What follows belongs to an exercise in optimizing a design on an open flow for small area and few clock cycles per item; a production flow would make more cautious choices. Where RTL was checked, it was by simulation tests only, not by an equivalence proof against the original. No functional check of the RTL was part of run 2.

==> flow/design.v, too long to show whole: its modules and the start of the top module <==
// module hysl_add: 85 lines
// module hysl_front: 1287 lines
// module hysl_back: 855 lines
// module heading_yaw_slew_limiter: 91 lines
module heading_yaw_slew_limiter (
    input  logic                               clk,
    input  logic                               rst_n,
    input  logic                               cfg_we,
    input  logic [hysl_pkg::CFG_IDX_W-1:0]     cfg_index,
    input  logic [hysl_pkg::CFG_DATA_W-1:0]    cfg_data,
    input  logic                               point_valid,
    output logic                               point_ready,
    input  logic signed [31:0]                 point_pos_x,
    input  logic signed [31:0]                 point_pos_y,
    input  logic signed [15:0]                 point_vel_x,
    input  logic signed [15:0]                 point_vel_y,
    output logic                               cmd_valid,
    input  logic                               cmd_ready,
    output logic signed [31:0]                 cmd_x,
    output logic signed [31:0]                 cmd_y,
    output logic        [30:0]                 cmd_z,
    output logic signed [15:0]                 cmd_yaw,
    output logic signed [15:0]                 cmd_yaw_rate
);
  // ...
==> flow/flow/run.sh <==
#!/bin/bash
# Own layout flow: the standard synthesis, then three netlist passes on the
# logic between the registers (registers stay exactly as synthesized: same
# instances, names and cell types), then the standard layout:
#  1. invpush.py: a full adder is self-dual, so a full-adder cell may take its
#     inputs and give its outputs in the other polarity when that cancels
#     inverters; a gate whose only load is an inverter becomes its complement.
#  2. ABC (remap.abc: the standard flow's area script with more restructuring,
#     run twice)
#     re-maps all the logic except the
#     registers and the full adders of the carry-save trees that feed only the
#     slow flag or the rate (keepcsa.py marks them); the CORDIC adders come out
#     of it faster than as half/full-adder cells.
#  3. invpush.py again.
# Every port is buffered as the standard flow does, with the buffer cell named
# in port_buffer. Each step's output goes to a log file of its own here.
set -euo pipefail
WORK=$(pwd)
FLOW_DIR=$WORK/flow
RES=$WORK/orfs/results/$FLOW_PLATFORM/heading_yaw_slew_limiter/base
LIB=$FLOW_HOME/platforms/$FLOW_PLATFORM/lib/sky130_fd_sc_hd__tt_025C_1v80.lib
YOSYS=$FLOW_HOME/../tools/install/yosys/bin/yosys
[[ -x $YOSYS ]] || YOSYS=$(command -v yosys)

bash standard.sh synth > $WORK/flow_1_synth.log 2>&1
cp $RES/1_2_yosys.v $WORK/standard_netlist.v

python3 $FLOW_DIR/invpush.py $WORK/standard_netlist.v $WORK/pass1_netlist.v $LIB > $WORK/flow_2_invpush.log 2>&1
python3 $FLOW_DIR/keepcsa.py $WORK/pass1_netlist.v $WORK/pass1_marked.v $WORK/keep_stub.v > $WORK/flow_3_keepcsa.log 2>&1

SEQ=$(grep -oE 'cell *\("?sky130_fd_sc_hd__[a-z0-9_]*' $LIB | sed 's/cell *("*//' \
      | grep -E '__(df|dl|edf|sdf|sed|sdl|lpflow|einv|ebuf|conb|tap|fill|decap|diode|probe|clkdly|dlygate)' \
      | sort -u | tr '\n' ' ')
DONT=$(grep -oE 'cell *\("?sky130_fd_sc_hd__[a-z0-9_]*' $LIB | sed 's/cell *("*//' \
      | grep -E '__(lpflow|probe)' | sort -u | sed 's/^/-dont_use /' | tr '\n' ' ')
$YOSYS -l $WORK/flow_4_abc.log -p "
read_liberty -ignore_miss_func $LIB;
blackbox $SEQ;
read_verilog -lib $WORK/keep_stub.v;
read_verilog $WORK/pass1_marked.v;
hierarchy -top $FLOW_TOP;
flatten;
opt_clean;
abc -liberty $LIB $DONT -script $FLOW_DIR/remap.abc;
splitnets;
opt_clean -purge;
hilomap -singleton -hicell sky130_fd_sc_hd__conb_1 HI -locell sky130_fd_sc_hd__conb_1 LO;
insbuf -buf sky130_fd_sc_hd__buf_4 A X;
write_verilog -noexpr -noattr -nohex -nodec $WORK/pass2_marked.v;
tee -o $WORK/pass2_stat.txt stat -liberty $LIB
" > /dev/null
sed 's/hyslkeep_//' $WORK/pass2_marked.v > $WORK/pass2_netlist.v

python3 $FLOW_DIR/invpush.py $WORK/pass2_netlist.v $WORK/pass3_netlist.v $LIB > $WORK/flow_5_invpush.log 2>&1
cp $WORK/pass3_netlist.v $RES/1_2_yosys.v
touch $RES/1_2_yosys.v

export BUFFER_PORTS_ARGS="-buffer_cell $(cat $FLOW_DIR/port_buffer)"
bash standard.sh > $WORK/flow_6_layout.log 2>&1
==> flow/flow/invpush.py <==
#!/usr/bin/env python3
"""Cancels inverters around the full adders of a mapped sky130 netlist.

A full adder is self-dual: fa(~a, ~b, ~c) = (~sum, ~cout). For each fa cell
the pass weighs flipping it (taking its inputs from the other polarity and
giving its outputs the other polarity) and flips it when that removes more
inverters than it adds. Registers and every other cell are left as they are.
usage: invpush.py in.v out.v [liberty]
With the liberty, a gate whose only load is an inverter becomes its
complement gate when that is smaller."""
import re, sys, collections

src, dst = sys.argv[1], sys.argv[2]
txt = open(src).read()
mod = re.search(r'^module\s+(\w+)\s*\((.*?)\);', txt, re.S | re.M)
ports = set(p.strip() for p in mod.group(2).split(','))
inst_re = re.compile(r'^(\s*)(sky130_fd_sc_hd__\w+)\s+(\S+)\s*\((.*?)\);\n', re.S | re.M)
conn_re = re.compile(r'\.(\w+)\(\s*([^()]*?)\s*\)')
OUTS = {'X', 'Y', 'Q', 'Q_N', 'SUM', 'COUT', 'HI', 'LO'}

cells = {}      # name -> [type, {pin: net}]
order = []
first = None
for m in inst_re.finditer(txt):
    if first is None:
        first = m.start()
    cells[m.group(3)] = [m.group(2), dict(conn_re.findall(m.group(4)))]
    order.append(m.group(3))
last = max(m.end() for m in inst_re.finditer(txt))
head, tail = txt[:first], txt[last:]

def base(net):
    n = net.strip()
    if n.startswith('\\'):
        n = n.split()[0][1:]
    return re.sub(r'\[\d+\]$', '', n)

def is_port(net):
    return base(net) in ports or base(net).lstrip('\\') in ports

def is_inv(t):
    return re.match(r'sky130_fd_sc_hd__(inv|clkinv)_\d+$', t) is not None

driver = {}
loads = collections.defaultdict(set)   # net -> {(cell, pin)}
def index():
    driver.clear(); loads.clear()
    for n, (t, c) in cells.items():
        for p, net in c.items():
            if p in OUTS:
                driver[net] = n
            else:
                loads[net].add((n, p))
index()

# a name prefix that no net or cell of the netlist uses yet
run = 0
while f'_invpush{run}_' in txt:
    run += 1
PFX = f'_invpush{run}_'
newnet_id = [0]
def newnet():
    newnet_id[0] += 1
    return f'{PFX}{newnet_id[0]}_'
added_nets = []
inv_id = [0]

def inv_of(net):
    """an existing inverter whose input is net, if any"""
    for (c, p) in loads.get(net, ()):
        if is_inv(cells[c][0]) and p == 'A':
            return c
    return None

def flip_gain(f):
    t, c = cells[f]
    gain = 0
    for p in ('A', 'B', 'CIN'):
        n = c[p]
        d = driver.get(n)
        if d and is_inv(cells[d][0]):
            if len(loads[n]) == 1:
                gain += 1                      # the input inverter goes
        elif inv_of(n) is None:
            gain -= 1                          # an inverter must be added
    for p in ('SUM', 'COUT'):
        o = c[p]
        if is_port(o):
            return -99
        invl = [x for x in loads[o] if is_inv(cells[x[0]][0]) and not is_port(cells[x[0]][1]['Y'])]
        gain += len(invl)
        if len(loads[o]) > len(invl):
            gain -= 1
    return gain

def add_inv(a, y):
    inv_id[0] += 1
    name = f'{PFX}inv_{inv_id[0]}_'
    cells[name] = ['sky130_fd_sc_hd__inv_1', {'A': a, 'Y': y}]
    order.append(name)
    driver[y] = name
    loads[a].add((name, 'A'))
    return name

def replace_net(old, new):
    for (c, p) in list(loads[old]):
        cells[c][1][p] = new
        loads[new].add((c, p))
    loads[old] = set()

def delete(c):
    t, conns = cells.pop(c)
    for p, n in conns.items():
        if p in OUTS:
            driver.pop(n, None)
        else:
            loads[n].discard((c, p))
    order.remove(c)

def flip(f):
    t, c = cells[f]
    for p in ('A', 'B', 'CIN'):
        n = c[p]
        d = driver.get(n)
        loads[n].discard((f, p))
        if d and is_inv(cells[d][0]):
            src_net = cells[d][1]['A']
            c[p] = src_net
            loads[src_net].add((f, p))
            if not loads[n]:
                delete(d)
        else:
            i = inv_of(n)
            if i is None:
                y = newnet(); added_nets.append(y)
                add_inv(n, y)
            else:
                y = cells[i][1]['Y']
            c[p] = y
            loads[y].add((f, p))
    for p in ('SUM', 'COUT'):
        o = c[p]
        o2 = newnet(); added_nets.append(o2)
        c[p] = o2
        driver[o2] = f
        driver.pop(o, None)
        for (x, xp) in list(loads[o]):
            if is_inv(cells[x][0]) and not is_port(cells[x][1]['Y']):
                y = cells[x][1]['Y']
                delete(x)
                replace_net(y, o2)
        if loads[o]:
            add_inv(o2, o)

AREA = {}
lib = sys.argv[3] if len(sys.argv) > 3 else None
if lib:
    ltxt = open(lib).read()
    for m in re.finditer(r'cell\s*\(\s*"?(sky130_fd_sc_hd__\w+)"?\s*\)\s*\{.*?area\s*:\s*([0-9.]+)', ltxt, re.S):
        AREA[m.group(1)] = float(m.group(2))
PAIRS = {}
for a, b in [('xor2', 'xnor2'), ('xor3', 'xnor3'), ('and2', 'nand2'), ('or2', 'nor2'),
             ('and3', 'nand3'), ('or3', 'nor3'), ('and4', 'nand4'), ('or4', 'nor4'),
             ('a21o', 'a21oi'), ('o21a', 'o21ai'), ('a22o', 'a22oi'), ('o22a', 'o22ai'),
             ('a211o', 'a211oi'), ('o211a', 'o211ai'), ('a31o', 'a31oi'), ('o31a', 'o31ai'),
             ('a32o', 'a32oi'), ('o32a', 'o32ai'), ('a2bb2o', 'a2bb2oi'), ('o2bb2a', 'o2bb2ai'),
             ('a221o', 'a221oi'), ('o221a', 'o221ai'), ('a311o', 'a311oi'), ('o311a', 'o311ai'),
             ('a2111o', 'a2111oi'), ('o2111a', 'o2111ai'), ('mux2', 'mux2i'), ('a41o', 'a41oi'),
             ('o41a', 'o41ai'), ('a21bo', 'a21boi'), ('o21ba', 'o21bai')]:
    PAIRS[a] = (b, 'X', 'Y')
    PAIRS[b] = (a, 'Y', 'X')

def merge_pass():
    """a gate whose only load is an inverter becomes its complement gate"""
    n_merged = 0
    for g in list(order):
        if g not in cells:
            continue
        t, c = cells[g]
        m = re.match(r'sky130_fd_sc_hd__(\w+?)_(\d+)$', t)
        if not m or m.group(1) not in PAIRS:
            continue
        comp, outp, newp = PAIRS[m.group(1)]
        if outp not in c:
            continue
        o = c[outp]
        if is_port(o) or len(loads[o]) != 1:
            continue
        (x, xp), = loads[o]
        if not is_inv(cells[x][0]) or is_port(cells[x][1]['Y']):
            continue
        nt = f'sky130_fd_sc_hd__{comp}_1'
        if nt not in AREA:
            continue
        if AREA[nt] > AREA.get(t, 0) + AREA.get(cells[x][0], 0) - 0.01:
            continue
        y = cells[x][1]['Y']
        delete(x)
        del c[outp]
        c[newp] = y
        cells[g][0] = nt
        driver[y] = g
        n_merged += 1
    return n_merged

before = sum(1 for n in cells if is_inv(cells[n][0]))
changed = True
rounds = 0
while changed and rounds < 20:
    changed = False
    rounds += 1
    for f in [n for n in order if re.match(r'sky130_fd_sc_hd__fa_\d+$', cells[n][0])]:
        if f in cells and flip_gain(f) > 0:
            flip(f)
            changed = True
merged = merge_pass() if AREA else 0
after = sum(1 for n in cells if is_inv(cells[n][0]))

out = [head]
decl = ''.join(f'  wire {n};\n' for n in added_nets)
out[0] = head + decl
for n in order:
    t, c = cells[n]
    body = ',\n'.join(f'    .{p}({net}' + (' )' if net.startswith('\\') else ')') for p, net in c.items())
    out.append(f'  {t} {n} (\n{body}\n  );\n')
out.append(tail)
open(dst, 'w').write(''.join(out))
print(f'inverters {before} -> {after} in {rounds} rounds, {merged} gates merged with their inverter')
==> flow/flow/keepcsa.py <==
#!/usr/bin/env python3
"""Marks the full-adder cells of the carry-save trees that feed only the slow
flag or the rate (the squares and the rate product), so that a re-mapping of
the logic keeps them: their type gets the prefix hyslkeep_ (removed after).
usage: keepcsa.py in.v out.v stub.v"""
import re, sys, collections
src, dst, stub = sys.argv[1:4]
txt = open(src).read()
inst_re = re.compile(r'^(\s*)(sky130_fd_sc_hd__\w+)\s+(\S+)\s*\((.*?)\);', re.S | re.M)
conn_re = re.compile(r'\.(\w+)\(\s*([^()]*?)\s*\)')
OUTS = {'X', 'Y', 'Q', 'Q_N', 'SUM', 'COUT', 'HI', 'LO'}
SEQ = re.compile(r'sky130_fd_sc_hd__(df|edf|sdf|dl)')
cells = []
loads = collections.defaultdict(list)
for m in inst_re.finditer(txt):
    c = dict(conn_re.findall(m.group(4)))
    cells.append((m, c))
    for p, n in c.items():
        if p not in OUTS:
            loads[n].append(len(cells) - 1)
def klass(name):
    if 'sl_r' in name:
        return 1
    if 'held_rate' in name:
        return 2
    return 4
memo = {}
def reach(net, depth=0):
    if net in memo:
        return memo[net]
    memo[net] = 0
    r = 0
    if re.match(r'\\?cmd_yaw_rate', net.strip()):
        r |= 2
    elif re.match(r'\\?(cmd_|point_ready)', net.strip()):
        r |= 4
    for ci in loads.get(net, ()):
        m, c = cells[ci]
        if SEQ.match(m.group(2)):
            r |= klass(m.group(3))
        else:
            for p, n in c.items():
                if p in OUTS:
                    r |= reach(n, depth + 1)
    memo[net] = r
    return r
sys.setrecursionlimit(100000)
kept = []
types = set()
nfa = 0
for m, c in cells:
    if re.match(r'sky130_fd_sc_hd__fa_\d+$', m.group(2)):
        nfa += 1
        r = reach(c['SUM']) | reach(c['COUT'])
        if r and not (r & 4):
            kept.append(m.start(2))
            types.add(m.group(2))
out, last = [], 0
for pos in sorted(kept):
    out.append(txt[last:pos]); out.append('hyslkeep_'); last = pos
out.append(txt[last:])
open(dst, 'w').write(''.join(out))
with open(stub, 'w') as f:
    for t in sorted(types):
        f.write(f"module hyslkeep_{t}(A, B, CIN, COUT, SUM);\n  input A, B, CIN;\n  output COUT, SUM;\nendmodule\n")
print(f"kept {len(kept)} of {nfa} full adders")
==> flow/flow/port_buffer <==
sky130_fd_sc_hd__buf_1
==> flow/flow/remap.abc <==
strash
dc2
dch -f
map -B 0.9
topo
stime -c
buffer -c
upsize -c
dnsize -c
strash
dch
map -B 0.9
topo
stime -c
buffer -c
upsize -c
dnsize -c
==> flow/standard.sh <==
#!/bin/bash
# synth_recipe.tcl (not shown) runs the flow's synth.tcl, then flattens the netlist and writes it again
# the make line also repeats each setting of config.mk as NAME=value (left out here)
make -C /OpenROAD-flow-scripts/flow DESIGN_CONFIG=/design/flow/config.mk WORK_HOME=/design/flow/orfs CLKGATE_MAP_FILE= SYNTH_SCRIPT=/design/flow/synth_recipe.tcl "${@:-finish}"
==> flow/config.mk <==
export PLATFORM = sky130hd
export DESIGN_NAME = heading_yaw_slew_limiter
export DESIGN_NICKNAME = heading_yaw_slew_limiter
export VERILOG_FILES = /design/flow/design.v
export SDC_FILE = /design/flow/constraint.sdc
export NUM_CORES = 4
export LEC_CHECK = 0
export ABC_AREA = 1
export CAP_MARGIN = 10
export CORE_MARGIN = 2
export CORE_UTILIZATION = 55
export CTS_CLUSTER_DIAMETER = 75
export CTS_CLUSTER_SIZE = 30
export SLEW_MARGIN = 10
==> flow/constraint.sdc <==
create_clock -name core_clock -period 14.0 [get_ports {clk}]
set_input_delay 2.8000 -clock core_clock [delete_from_list [all_inputs] [get_ports {clk}]]
set_output_delay 2.8000 -clock core_clock [all_outputs]
set_load 0.01 [all_outputs]
==> key figures, run 1 <==
Clock network
  • Maximum buffer depth of the clock tree: 3
  • H-Tree Depth: 1
  • Clock insertion delay at the later pin of the skew report: 650 ps

Timing
  • Count of pins over their slew limit: 0
  • Actual slew at the worst max-slew pin: 1050 ps
  • Final critical path time including I/O delays and setup: 13340 ps
  • Final worst path period share: 95.3%
  • Setup-violating endpoint count in the final report: 0
  • Setup_tns: 0 ps

Detailed routing
  • Routed wl met2: 66.7 mm
  • Via count: 46000
  • Remaining antenna violation count: 0
  • Met3 wire len: 8.59 mm
  • Remaining DRCs: 0

Synth
  • Synthesized area per cell: 7.45 µm²

Worst setup path
  • CP Depth: 93

Final layout
  • Final core utilization: 61.2%
  • Buffers, non-clock: 531
  • Number of antenna cells inserted: 1

Placement
  • RD Place Congestion: 0.968
  • Cell count after placement: 8641

GRT
  • Grt ovf: 0
  • Met2 Resource Use GR: 48.1%

Run status
  • Run status: timing/DRC/antenna clean

Min path
  • End point of the most critical hold path: u_front.py_r9[29]
Testbench counts, summed over its fixed seeds: cycles 12,024, items 12,000.
==> run 2: changes to the inputs <==
--- a/flow/design.v
+++ b/flow/design.v
@@ -682,26 +682,40 @@
     logic c_13;
     logic [13:0] xs_13;
     logic [13:0] u_13;
     logic d14;
     logic [12:0] xs_14;
     logic [12:0] u_14;
     logic d15;
     logic [15:0] e_tab;
-    logic [15:0] e9;
-    logic [15:0] e9m;
-    logic [15:0] e9p;
-    logic [16:0] dhi;
-    logic [16:0] dlo;
-    logic [6:0] g;
+    logic zt_1;
+    logic zt_2;
+    logic zt_3;
+    logic zt_4;
+    logic zt_5;
+    logic zt_6;
+    logic zt_7;
+    logic zt_8;
+    logic zt_9;
+    logic zt_10;
+    logic zt_11;
+    logic zt_12;
+    logic zt_13;
+    logic zt_14;
+    logic zt_15;
+    logic zt_16;
+    logic zt_17;
+    logic zt_18;
+    logic [15:0] z_a;
+    logic [15:0] z_b;
+    logic [15:0] z_s;
+    logic [15:0] aim_0;
     logic z_hi;
     logic z_lo;
-    logic [15:0] zbase;
-    logic [15:0] aim_0;
     logic [15:0] aim_rz;
     logic [31:0] px_rz;
     logic [31:0] py_rz;
     logic sl_rz;
     logic vl_rz;
     assign sx = point_vel_x[15];
     hysl_add #(16) u_abs_x (.a(point_vel_x ^ {16{sx}}), .b(16'd0), .ci(sx), .y(ax));
     assign sy = point_vel_y[15];
@@ -1315,26 +1329,40 @@
             6'd59: e_tab = 16'hbf93;
             6'd60: e_tab = 16'hc34d;
             6'd61: e_tab = 16'hc74b;
             6'd62: e_tab = 16'hcb43;
             6'd63: e_tab = 16'hcf41;
             default: e_tab = 16'h0000;
         endcase
     end
-    hysl_add #(16) u_e9 (.a(e_tab), .b({6'd0, d06_r9, d07_r9, d08_r9, d09_r9, 6'd0}), .ci(1'b0), .y(e9));
-    assign e9m = e9 - 16'd51472;
-    assign e9p = e9 + 16'd51472;
-    assign dhi = 17'sd25737 - {e9[15], e9};
-    assign dlo = -17'sd25736 - {e9[15], e9};
-    assign g = {1'b0, d10, d11, d12, d13, d14, 1'b0} + {5'd0, d15, 1'b0};
-    assign z_hi = $signed(dhi) <= 17'sd0 || ($signed(dhi) <= 17'sd64 && g >= dhi[6:0]);
-    assign z_lo = $signed(dlo) >= 17'sd64 || ($signed(dlo) >= 17'sd0 && g <= dlo[6:0]);
-    assign zbase = z_hi ? e9m : (z_lo ? e9p : e9);
-    hysl_add #(16) u_z (.a(zbase), .b({9'd0, g}), .ci(1'b0), .y(aim_0));
+    assign zt_1 = e_tab[1] ^ d14 ^ d15;
+    assign zt_2 = (e_tab[1] & d14) | (e_tab[1] & d15) | (d14 & d15);
+    assign zt_3 = e_tab[2] ^ d13;
+    assign zt_4 = e_tab[2] & d13;
+    assign zt_5 = e_tab[3] ^ d12;
+    assign zt_6 = e_tab[3] & d12;
+    assign zt_7 = e_tab[4] ^ d11;
+    assign zt_8 = e_tab[4] & d11;
+    assign zt_9 = e_tab[5] ^ d10;
+    assign zt_10 = e_tab[5] & d10;
+    assign zt_11 = e_tab[6] ^ d09_r9;
+    assign zt_12 = e_tab[6] & d09_r9;
+    assign zt_13 = e_tab[7] ^ d08_r9;
+    assign zt_14 = e_tab[7] & d08_r9;
+    assign zt_15 = e_tab[8] ^ d07_r9;
+    assign zt_16 = e_tab[8] & d07_r9;
+    assign zt_17 = e_tab[9] ^ d06_r9;
+    assign zt_18 = e_tab[9] & d06_r9;
+    assign z_a = {e_tab[15], e_tab[14], e_tab[13], e_tab[12], e_tab[11], e_tab[10], zt_17, zt_15, zt_13, zt_11, zt_9, zt_7, zt_5, zt_3, zt_1, e_tab[0]};
+    assign z_b = {1'b0, 1'b0, 1'b0, 1'b0, 1'b0, zt_18, zt_16, zt_14, zt_12, zt_10, zt_8, zt_6, zt_4, zt_2, 1'b0, 1'b0};
+    hysl_add #(16) u_z (.a(z_a), .b(z_b), .ci(1'b0), .y(z_s));
+    assign z_hi = $signed(z_s) > 16'sd25736;
+    assign z_lo = $signed(z_s) <= -16'sd25736;
+    assign aim_0 = z_hi ? z_s - 16'd51472 : (z_lo ? z_s + 16'd51472 : z_s);
     always_ff @(posedge clk or negedge rst_n)
     begin
         if (!rst_n)
         begin
             vl_r4 <= 1'b0;
             vl_r9 <= 1'b0;
             vl_rz <= 1'b0;
         end
==> run 2 against run 1 <==
Against the previous run: critical path depth shrank 31; clock-buffer cell count is the same; synthesized cell count shrank 1.8%; fmax shrank 1.3%; still clean; clock skew grew 10 ps.
==> key figures, run 2 <==
Run status
  • Run status: timing/DRC/antenna clean (unchanged)

Synth
  • Total number of yosys warnings: 111 (unchanged)
  • Netlist Area Pre-Place: 52500 µm² (was 52600 µm²)
  • Cells after Synth: 6937 (was 7063)
  • Synthesized area per cell: 7.57 µm² (was 7.45 µm²)

Worst setup path
  • Maximum fanout encountered on the critical timing path: 14 (was 6)
  • Sort of element at the end of the critical path: output pin (was flip-flop)
  • Worst-path cell with the longest stage delay: fa_1 (was or3_1)
  • Critical path data arrival time: 10720 ps (was 13740 ps)
  • Setup crit start kind: flip-flop (was primary input)
  • Library cell appearing most often on the critical path: nand2_1 (unchanged)
  • Biggest cell delay along the critical path: 540 ps (was 400 ps)
  • Critical path data required time: 11200 ps (was 14400 ps)
  • Worst Path Class, Setup: flip-flop to output pin (was primary input to flip-flop)
  • Reg-to-reg setup timing slack: 1510 ps (was 1340 ps)

GRT
  • Global-route wire length before repair: 224 mm (was 229 mm)
  • Largest net degree at the start of global routing: 72 (was 150)
  • Number of global-route vias before repair: 42700 (was 42900)
  • Global-route usage over all layers: 28.4% (was 28.9%)
  • Grt ovf: 0 (unchanged)
  • Number of antenna violations at the first check in global routing: 3 (was 4)

Timing
  • Final worst path period share: 96.6% (was 95.3%)
  • Final Hold Vio Count: 0 (unchanged)
  • Final critical path time including I/O delays and setup: 13520 ps (was 13340 ps)
  • Normalized max-slew margin: 23.7% (was 29.6%)
  • RSZ-0062 raised after global routing: true
  • Highest attainable clock frequency: 73.9 MHz (was 74.9 MHz)
  • Count of pins over their slew limit: 0 (unchanged)
  • Actual slew at the worst max-slew pin: 1140 ps (was 1050 ps)
  • Smallest hold slack: 419 ps (was 417 ps)
  • Setup-violating endpoint count in the final report: 0 (unchanged)
  • Post-Route Skew: 34.2 ps (was 23.8 ps)

Final layout
  • Net count reported at finish: 7766 (was 7913)
  • Area added between synthesis and finish: 10.6% (was 10.3%)
  • Most frequent cells in the layout: nand2_1, inv_1, xor2_1 (unchanged)
  • Ratio of cells with drive above 1 in the final layout: 15.7% (was 12.9%)
  • Most common cell after layout, fill and taps aside: nand2_1 (unchanged)

Clock network
  • Clock insertion delay at the later pin of the skew report: 680 ps (was 650 ps)
  • Clock root buffer: clkbuf_16 (unchanged)
  • TritonCTS clock tree: done (unchanged)
  • Count of clock tree sinks: 470 (unchanged)
  • TritonCTS Buffers: 30 (was 31)
  • H-Tree Depth: 1 (unchanged)
  • Maximum buffer depth of the clock tree: 3 (unchanged)
  • Post-CTS clock slew at the launch and capture registers of the worst setup and hold paths: 110 ps (about the same)

Placement
  • Count of port buffers added during placement: 264 (unchanged)
  • RD Place Congestion: 0.957 (was 0.968)
  • DP HPWL: 115 mm (was 117 mm)

Floorplan
  • Horizontal extent of the die: 313 µm (about the same)
  • I/O pin cnt: 265 (unchanged)
  • Floorplan core area: 94900 µm² (unchanged)
  • Floorplan die area: 98000 µm² (was 98200 µm²)
  • Cell row count: 113 (unchanged)
  • Starting utilization of the core area: 55.4% (was 55.5%)
  • Die height: 313 µm (about the same)

Detailed routing
  • Initial detailed-routing violation count: 3017 (was 3583)
  • DR vias/cell: 5.24 (was 5.26)
  • Via count: 45100 (was 46000)
  • First-pass iteration count of the detailed router: 6 (was 5)
  • Remaining DRCs: 0 (unchanged)
  • Total wire length after detailed routing: 141 mm (was 144 mm)
  • Remaining antenna violation count: 0 (unchanged)
  • Wirelength per Cell: 16.4 µm (about the same)

Job
  • MaxCap Viol Count: 0 (unchanged)

Min path
  • Class of the tightest hold or removal check: flip-flop to flip-flop (unchanged)
## run 2: changes by cell type in the layout (fill, tap and decap cells not counted), sizes merged, moves of 9 or more
| cell | before | now |
|---|---|---|
| a21oi | 140 | 112 |
| a22oi | 11 | 2 |
| and2 | 84 | 67 |
| buf | 527 | 511 |
| inv | 779 | 736 |
| nand2 | 2326 | 2307 |
| nand3 | 375 | 316 |
| or2 | 290 | 322 |
| xnor2 | 294 | 317 |
| xor2 | 600 | 585 |
## run 2: final cells by class
cell class,instances,area [µm²]
multi-input combinational,5569,36200
sequential,470,13300
inverter,733,2850
fill,8825,36800
clock inverter,23,430
antenna,1,2.50
timing repair buffer,512,2940
tap,1265,1580
clock buffer,33,783
## run 2: what timing repair did
action,4_1_cts,5_1_grt
setup endpoints to repair,18,62
setup buffers,5,46
hold buffers,0,0
pin swaps,4,110
gates resized for setup,36,203
gates cloned,0,2
## run 2: worst paths after layout
check,start,to,cells past startpoint
max,u_front.sl_rz,cmd_yaw_rate[8],62
min,u_front.py_r4[4],u_front.py_r9[4],0
max reg2reg,u_front.u_r9[17],u_front.aim_rz[8],98
min reg2reg,u_front.py_r4[4],u_front.py_r9[4],0
max in group asynchronous,rst_n,u_back.held_rate_reg[0],3
min in group asynchronous,rst_n,speed_sq_min_reg[21],1
## run 2: worst max-delay path: cells and delay by family, from the launching register on
family	cells	cell delay [ps]
simple gates	30	3180
fa+ha+maj	5	2510
compound gates	13	2250
buf+inv	13	1440
flops	1	480
xor+xnor	1	200
## run 2: layer usage
| layer | GRT usage [%] | part of all wire [%] | up-vias |
|---|---|---|---|
| met5 | 0 | 0.0071 | - |
| met4 | 7.18 | 2.8 | 2 |
| met3 | 3.24 | 5.5 | 201 |
| met2 | 47.8 | 47 | 1075 |
| met1 | 39.2 | 45 | 21100 |
| li1 | - | - | 22700 |
## run 2: per-stage QoR
| stage | setup WS [ps] | util (%) | cell area, µm² | std cells | TNS [ps] |
|---|---|---|---|---|---|
| after global placement | -21.8 | 58.6 | 55600 | 8496 | -21.8 |
| after CTS | 26.6 | 60.1 | 57000 | 8557 | 0 |
| after floorplan | 510 | - | 52500 | 6939 | 0 |
| after detailed placement | -197 | 58.6 | 55600 | 8496 | -1070 |
| final | 476 | 61.2 | 58100 | 8606 | 0 |
| after global routing | -240 | 61.2 | 58100 | 8605 | -3840 |

## static timing again, ports no longer ideal
How much do the figures lean on ideal ports? The routed layouts below were timed once more, with nothing changed but the port constraints. Step 1: set_driving_cell puts a clkbuf_16 on clk and a buf_2 on each other input, an assumption about the parent block. Step 2 adds t to the input delays and takes it off the output delays; t is the mean of the earliest and latest rising clock arrival at the registers after step 1. Input paths then give back, and output paths get back, about the clock's delay inside the block. a / b / c = no drivers / after step 1 / after step 2; a / b = the first two.
run	t, ns	slack for setup (ns)	worst setup path at the end	latest minus earliest clock arrival (ns)	cell pins on the clock port's net
run 1	0.708	0.656 / 0.703 / -0.001	input to register	0.033 / 0.033	1
run 2	0.728	0.476 / 0.402 / -0.139	input to register	0.047 / 0.047	1
With both steps, setup timing fails in run 1 and run 2, where it was met with ideal ports. For run 1, which loses most, drivers alone change the setup slack by +0.047 ns; drivers and shift together by -0.657 ns.
